Source: an optimization exercise on an open RTL-to-GDS flow (aim: small area and a short achievable clock period). Production flows keep margins and buffers that such runs may drop.
The RTL was checked by simulation tests, not by an equivalence proof against the original design.
Power is estimated from default activity; no workload was simulated.

Design decode_stage_pipe, start of the top module:
module decode_stage_pipe #(
  parameter int unsigned DATA_WIDTH  = 32,
  parameter int unsigned INSTRUCTION = 32,
  parameter int unsigned ALU_CONTROL = 4,
  parameter int unsigned NUM_REGS    = 32
) (
  input  logic                   clk,
  input  logic                   rst,
  input  logic                   flush,
  input  logic                   in_valid,
  output logic                   in_ready,
  input  logic [INSTRUCTION-1:0] in_instr,
  input  logic                   wb_en,
  input  logic [4:0]             wb_rd,
  input  logic [DATA_WIDTH-1:0]  wb_data,
  output logic                   out_valid,
  input  logic                   out_ready,
  output logic [ALU_CONTROL-1:0] out_alu_control,
  output logic [DATA_WIDTH-1:0]  out_opa,
  output logic [DATA_WIDTH-1:0]  out_opb,
  output logic [DATA_WIDTH-1:0]  out_store_data,
  output logic [4:0]             out_rd,
  output logic                   out_reg_write,
  output logic                   out_load,
  output logic                   out_store,
  output logic                   out_mem_en,
  output logic [1:0]             out_mem_to_reg,
  output logic                   out_illegal
);
==> flow/config.mk <==
export PLATFORM = sky130hd
export DESIGN_NAME = decode_stage_pipe
export DESIGN_NICKNAME = decode_stage_pipe
export VERILOG_FILES = /design/flow/design.v
export SDC_FILE = /design/flow/constraint.sdc
export NUM_CORES = 4
export LEC_CHECK = 0
export CAP_MARGIN = 20
export CORE_MARGIN = 2
export CORE_UTILIZATION = 60
export CTS_BUF_LIST = sky130_fd_sc_hd__clkbuf_8
export CTS_CLUSTER_DIAMETER = 60
export CTS_CLUSTER_SIZE = 14
export SETUP_SLACK_MARGIN = 3.0
export SLEW_MARGIN = 20
export SYNTH_HIERARCHICAL = 1
export TNS_END_PERCENT = 0
==> flow/constraint.sdc <==
create_clock -name core_clock -period 5.0 [get_ports {clk}]
set_input_delay 1.0000 -clock core_clock [delete_from_list [all_inputs] [get_ports {clk}]]
set_output_delay 1.0000 -clock core_clock [all_outputs]
set_load 0.01 [all_outputs]
standard.sh (not shown) runs the stock make flow with config.mk's settings and CLKGATE_MAP_FILE= SYNTH_SCRIPT=/design/flow/synth_recipe.tcl, a recipe that flattens the netlist after the stock synthesis.
==> flow/flow/run.sh <==
#!/bin/bash
set -o pipefail
export BUFFER_PORTS_ARGS="-buffer_cell sky130_fd_sc_hd__buf_2"
cp standard.sh standard_copy.log 2>/dev/null
bash standard.sh > standard.log 2>&1
Next try:
SETUP_SLACK_MARGIN = 2.1   (was 3.0)
TNS_END_PERCENT = 100   (was 0)
After rerunning:
- power is about the same
- sequential power stays flat
- worst hold slack is worse by 22 ps
- global-route usage came out lower by 3.0 points
- core utilization hardly moves
- design area barely changes

---

The RTL this note starts from:
==> flow/design.v <==
module decode_stage_pipe #(
  parameter int unsigned DATA_WIDTH  = 32,
  parameter int unsigned INSTRUCTION = 32,
  parameter int unsigned ALU_CONTROL = 4,
  parameter int unsigned NUM_REGS    = 32
) (
  input  logic                   clk,
  input  logic                   rst,
  input  logic                   flush,
  input  logic                   in_valid,
  output logic                   in_ready,
  input  logic [INSTRUCTION-1:0] in_instr,
  input  logic                   wb_en,
  input  logic [4:0]             wb_rd,
  input  logic [DATA_WIDTH-1:0]  wb_data,
  output logic                   out_valid,
  input  logic                   out_ready,
  output logic [ALU_CONTROL-1:0] out_alu_control,
  output logic [DATA_WIDTH-1:0]  out_opa,
  output logic [DATA_WIDTH-1:0]  out_opb,
  output logic [DATA_WIDTH-1:0]  out_store_data,
  output logic [4:0]             out_rd,
  output logic                   out_reg_write,
  output logic                   out_load,
  output logic                   out_store,
  output logic                   out_mem_en,
  output logic [1:0]             out_mem_to_reg,
  output logic                   out_illegal
);
  localparam logic [3:0] ALU_ADD = 4'b0000, ALU_SUB = 4'b0001, ALU_SLL = 4'b0010,
                         ALU_SLT = 4'b0011, ALU_SLTU = 4'b0100, ALU_XOR = 4'b0101,
                         ALU_SRL = 4'b0110, ALU_SRA = 4'b0111, ALU_OR = 4'b1000,
                         ALU_AND = 4'b1001;
  localparam logic [6:0] OP_R = 7'b0110011, OP_I = 7'b0010011, OP_L = 7'b0000011,
                         OP_S = 7'b0100011, OP_LUI = 7'b0110111;
  logic [31:0] regs [1:31];
  logic [31:1] written;
  logic [4:0]  rs1, rs2;
  assign rs1 = in_instr[19:15];
  assign rs2 = in_instr[24:20];
  always_ff @(posedge clk or negedge rst) begin
    if (!rst) written <= '0;
    else if (wb_en && wb_rd != 5'd0) written[wb_rd] <= 1'b1;
  end
  logic [31:1] we, keep;
  logic [31:0] regs_d [1:31];
  always_comb begin
    for (int i = 1; i < 32; i++) begin
      we[i]   = wb_en && (wb_rd == 5'(i));
      keep[i] = !we[i];
    end
  end
  for (genvar i = 1; i < 32; i++) begin : g_wr
    for (genvar b = 0; b < 32; b++) begin : g_bit
      decode_stage_pipe_ld u_ld (.q(regs[i][b]), .keep(keep[i]), .d(wb_data[b]), .ld(we[i]),
                                 .y(regs_d[i][b]));
    end
  end
  always_ff @(posedge clk) begin
    for (int i = 1; i < 32; i++) regs[i] <= regs_d[i];
  end
  logic [31:1] sel1, sel2;
  logic [31:0] rs1_val, rs2_val;
  always_comb begin
    for (int i = 1; i < 32; i++) begin
      sel1[i] = (rs1 == 5'(i)) && written[i];
      sel2[i] = (rs2 == 5'(i)) && written[i];
    end
  end
  for (genvar b = 0; b < 32; b++) begin : g_rd
    logic [31:1] col;
    for (genvar i = 1; i < 32; i++) begin : g_col
      assign col[i] = regs[i][b];
    end
    decode_stage_pipe_rdbit u_rd1 (.sel(sel1), .d(col), .y(rs1_val[b]));
    decode_stage_pipe_rdbit u_rd2 (.sel(sel2), .d(col), .y(rs2_val[b]));
  end
  logic [6:0] opcode;
  logic [2:0] fun3;
  logic       bit30;
  logic       is_r, is_i, is_l, is_s, is_lui, is_ill;
  logic [3:0] dec_alu;
  logic [31:0] dec_opa, dec_opb;
  logic       rs1_used, rs2_used;
  assign opcode = in_instr[6:0];
  assign fun3   = in_instr[14:12];
  assign bit30  = in_instr[30];
  assign is_r   = (opcode == OP_R);
  assign is_i   = (opcode == OP_I);
  assign is_l   = (opcode == OP_L);
  assign is_s   = (opcode == OP_S);
  assign is_lui = (opcode == OP_LUI);
  assign is_ill = !(is_r || is_i || is_l || is_s || is_lui);
  assign rs1_used = is_r || is_i || is_l || is_s;
  assign rs2_used = is_r || is_s;
  always_comb begin
    dec_alu = ALU_ADD;
    if (is_r || is_i) begin
      unique case (fun3)
        3'b000: dec_alu = (is_r && bit30) ? ALU_SUB : ALU_ADD;
        3'b001: dec_alu = ALU_SLL;
        3'b010: dec_alu = ALU_SLT;
        3'b011: dec_alu = ALU_SLTU;
        3'b100: dec_alu = ALU_XOR;
        3'b101: dec_alu = bit30 ? ALU_SRA : ALU_SRL;
        3'b110: dec_alu = ALU_OR;
        3'b111: dec_alu = ALU_AND;
      endcase
    end
  end
  assign dec_opa = rs1_val;   
  always_comb begin
    dec_opb = '0;
    if (is_r)               dec_opb = rs2_val;
    else if (is_i || is_l)  dec_opb = {{20{in_instr[31]}}, in_instr[31:20]};
    else if (is_s)          dec_opb = {{20{in_instr[31]}}, in_instr[31:25], in_instr[11:7]};
    else if (is_lui)        dec_opb = {in_instr[31:12], 12'b0};
  end
  logic        valid_q, load_q, store_q, illegal_q;
  logic [3:0]  alu_q;
  logic [31:0] opa_q, opb_q, sdata_q;
  logic [4:0]  rd_q;
  logic        stall, free, accept;
  assign stall    = valid_q && load_q && (rd_q != 5'd0) &&
                    (((rd_q == rs1) && rs1_used) || ((rd_q == rs2) && rs2_used));
  assign free     = !valid_q || out_ready;
  assign in_ready = free && !stall && !flush;
  assign accept   = in_valid && in_ready;
  always_ff @(posedge clk or negedge rst) begin
    if (!rst)             valid_q <= 1'b0;
    else if (flush)       valid_q <= 1'b0;
    else if (accept)      valid_q <= 1'b1;
    else if (out_ready)   valid_q <= 1'b0;
  end
  localparam int unsigned FW = 4 + 32 + 32 + 32 + 5 + 3;
  logic [FW-1:0] fld_q, fld_d, fld_in, fld_ld;
  assign fld_in = {dec_alu, dec_opa, dec_opb, rs2_val, in_instr[11:7], is_l, is_s, is_ill};
  assign fld_ld = {{4{free}}, {32{free && !is_lui}}, {(FW-36){free}}};
  for (genvar b = 0; b < FW; b++) begin : g_fld
    decode_stage_pipe_ld u_ld (.q(fld_q[b]), .keep(!free), .d(fld_in[b]), .ld(fld_ld[b]),
                               .y(fld_d[b]));
  end
  always_ff @(posedge clk) fld_q <= fld_d;
  assign {alu_q, opa_q, opb_q, sdata_q, rd_q, load_q, store_q, illegal_q} = fld_q;
  assign out_valid       = valid_q;
  assign out_alu_control = alu_q;
  assign out_opa         = opa_q;
  assign out_opb         = opb_q;
  assign out_store_data  = sdata_q;
  assign out_rd          = rd_q;
  assign out_reg_write   = !(store_q || illegal_q);
  assign out_load        = load_q;
  assign out_store       = store_q;
  assign out_mem_en      = load_q || store_q;
  assign out_mem_to_reg  = {1'b0, load_q};
  assign out_illegal     = illegal_q;
endmodule
module decode_stage_pipe_rdbit (
  input  logic [31:1] sel,
  input  logic [31:1] d,
  output logic        y
);
  logic [10:0] n;
  for (genvar g = 0; g < 10; g++) begin : g_aoi
    decode_stage_pipe_aoi3 u_aoi (.s(sel[3*g+3:3*g+1]), .d(d[3*g+3:3*g+1]), .yn(n[g]));
  end
  assign n[10] = !(sel[31] && d[31]);
  assign y = !(&n);
endmodule
module decode_stage_pipe_aoi3 (
  input  logic [2:0] s,
  input  logic [2:0] d,
  output logic       yn
);
  assign yn = !(|(s & d));
endmodule
module decode_stage_pipe_ld (
  input  logic q,
  input  logic keep,
  input  logic d,
  input  logic ld,
  output logic y
);
  assign y = (q && keep) || (d && ld);
endmodule
==> flow/config.mk <==
export PLATFORM = sky130hd
export DESIGN_NAME = decode_stage_pipe
export DESIGN_NICKNAME = decode_stage_pipe
export VERILOG_FILES = /design/flow/design.v
export SDC_FILE = /design/flow/constraint.sdc
export NUM_CORES = 4
export LEC_CHECK = 0
export CAP_MARGIN = 20
export CORE_MARGIN = 2
export CORE_UTILIZATION = 60
export CTS_CLUSTER_DIAMETER = 100
export CTS_CLUSTER_SIZE = 30
export SETUP_SLACK_MARGIN = 2.5
export SLEW_MARGIN = 20
export SYNTH_HIERARCHICAL = 1
==> flow/constraint.sdc <==
create_clock -name core_clock -period 5.0 [get_ports {clk}]
set_input_delay 1.0000 -clock core_clock [delete_from_list [all_inputs] [get_ports {clk}]]
set_output_delay 1.0000 -clock core_clock [all_outputs]
set_load 0.01 [all_outputs]
run.sh (not shown) runs the stock make flow with config.mk's settings and CLKGATE_MAP_FILE= SYNTH_SCRIPT=/design/flow/synth_recipe.tcl, a recipe that flattens the netlist after the stock synthesis.
Stock flow here: none of the scripts above is used.
Next try:
--- a/flow/config.mk
+++ b/flow/config.mk
@@ -9,7 +9,8 @@
 export CORE_MARGIN = 2
 export CORE_UTILIZATION = 60
-export CTS_CLUSTER_DIAMETER = 100
-export CTS_CLUSTER_SIZE = 30
-export SETUP_SLACK_MARGIN = 2.5
+export CTS_CLUSTER_DIAMETER = 80
+export CTS_CLUSTER_SIZE = 20
+export SETUP_SLACK_MARGIN = 3.0
 export SLEW_MARGIN = 20
 export SYNTH_HIERARCHICAL = 1
+export TNS_END_PERCENT = 0
Synthesized cell count does not change; first-iteration DRC count fell by 3.0%; clock skew fell by 0.031 ns; power rose by 4.2%; area after synthesis stays the same; sequential share of layout area rose by 3.1 points; global-route usage fell by 3.0 points; fmax rose by 2.3%; via count fell by 4.6%; routed wire length fell by 7.0%.

port drivers added, routing unchanged:
Ports are ideal in the flow. The routed layouts listed here were re-timed in OpenROAD.
Step 1 sets driving cells, clkbuf_16 on the clock port and buf_2 on the other inputs (assumed; they add their load-dependent delay and slew).
Step 2 also shifts input and output timing later by t, the mid clock arrival at the registers, as if the neighbouring blocks saw the same clock.
Three values: ideal ports, drivers, drivers and shift; two values: the first two.
run	t (ns)	setup WS [ns]	worst hold slack (ns)	clock arrival spread, ns
the first run of note 1	0.812	1.841 / 1.851 / 1.039	0.349 / 0.305 / 0.487	0.050 / 0.050
the second run of note 1	0.837	1.938 / 1.905 / 1.068	0.327 / 0.293 / 0.488	0.038 / 0.038
the first run of note 2	0.736	1.441 / 1.372 / 0.637	0.475 / 0.432 / 0.490	0.056 / 0.057
the second run of note 2	0.735	1.521 / 1.544 / 0.809	0.488 / 0.488 / 0.488	0.024 / 0.024
After both steps setup and hold are still met in every run listed. The setup slack of the second run of note 1, which loses most, moves by -0.033 ns with the drivers and by -0.870 ns with both steps.
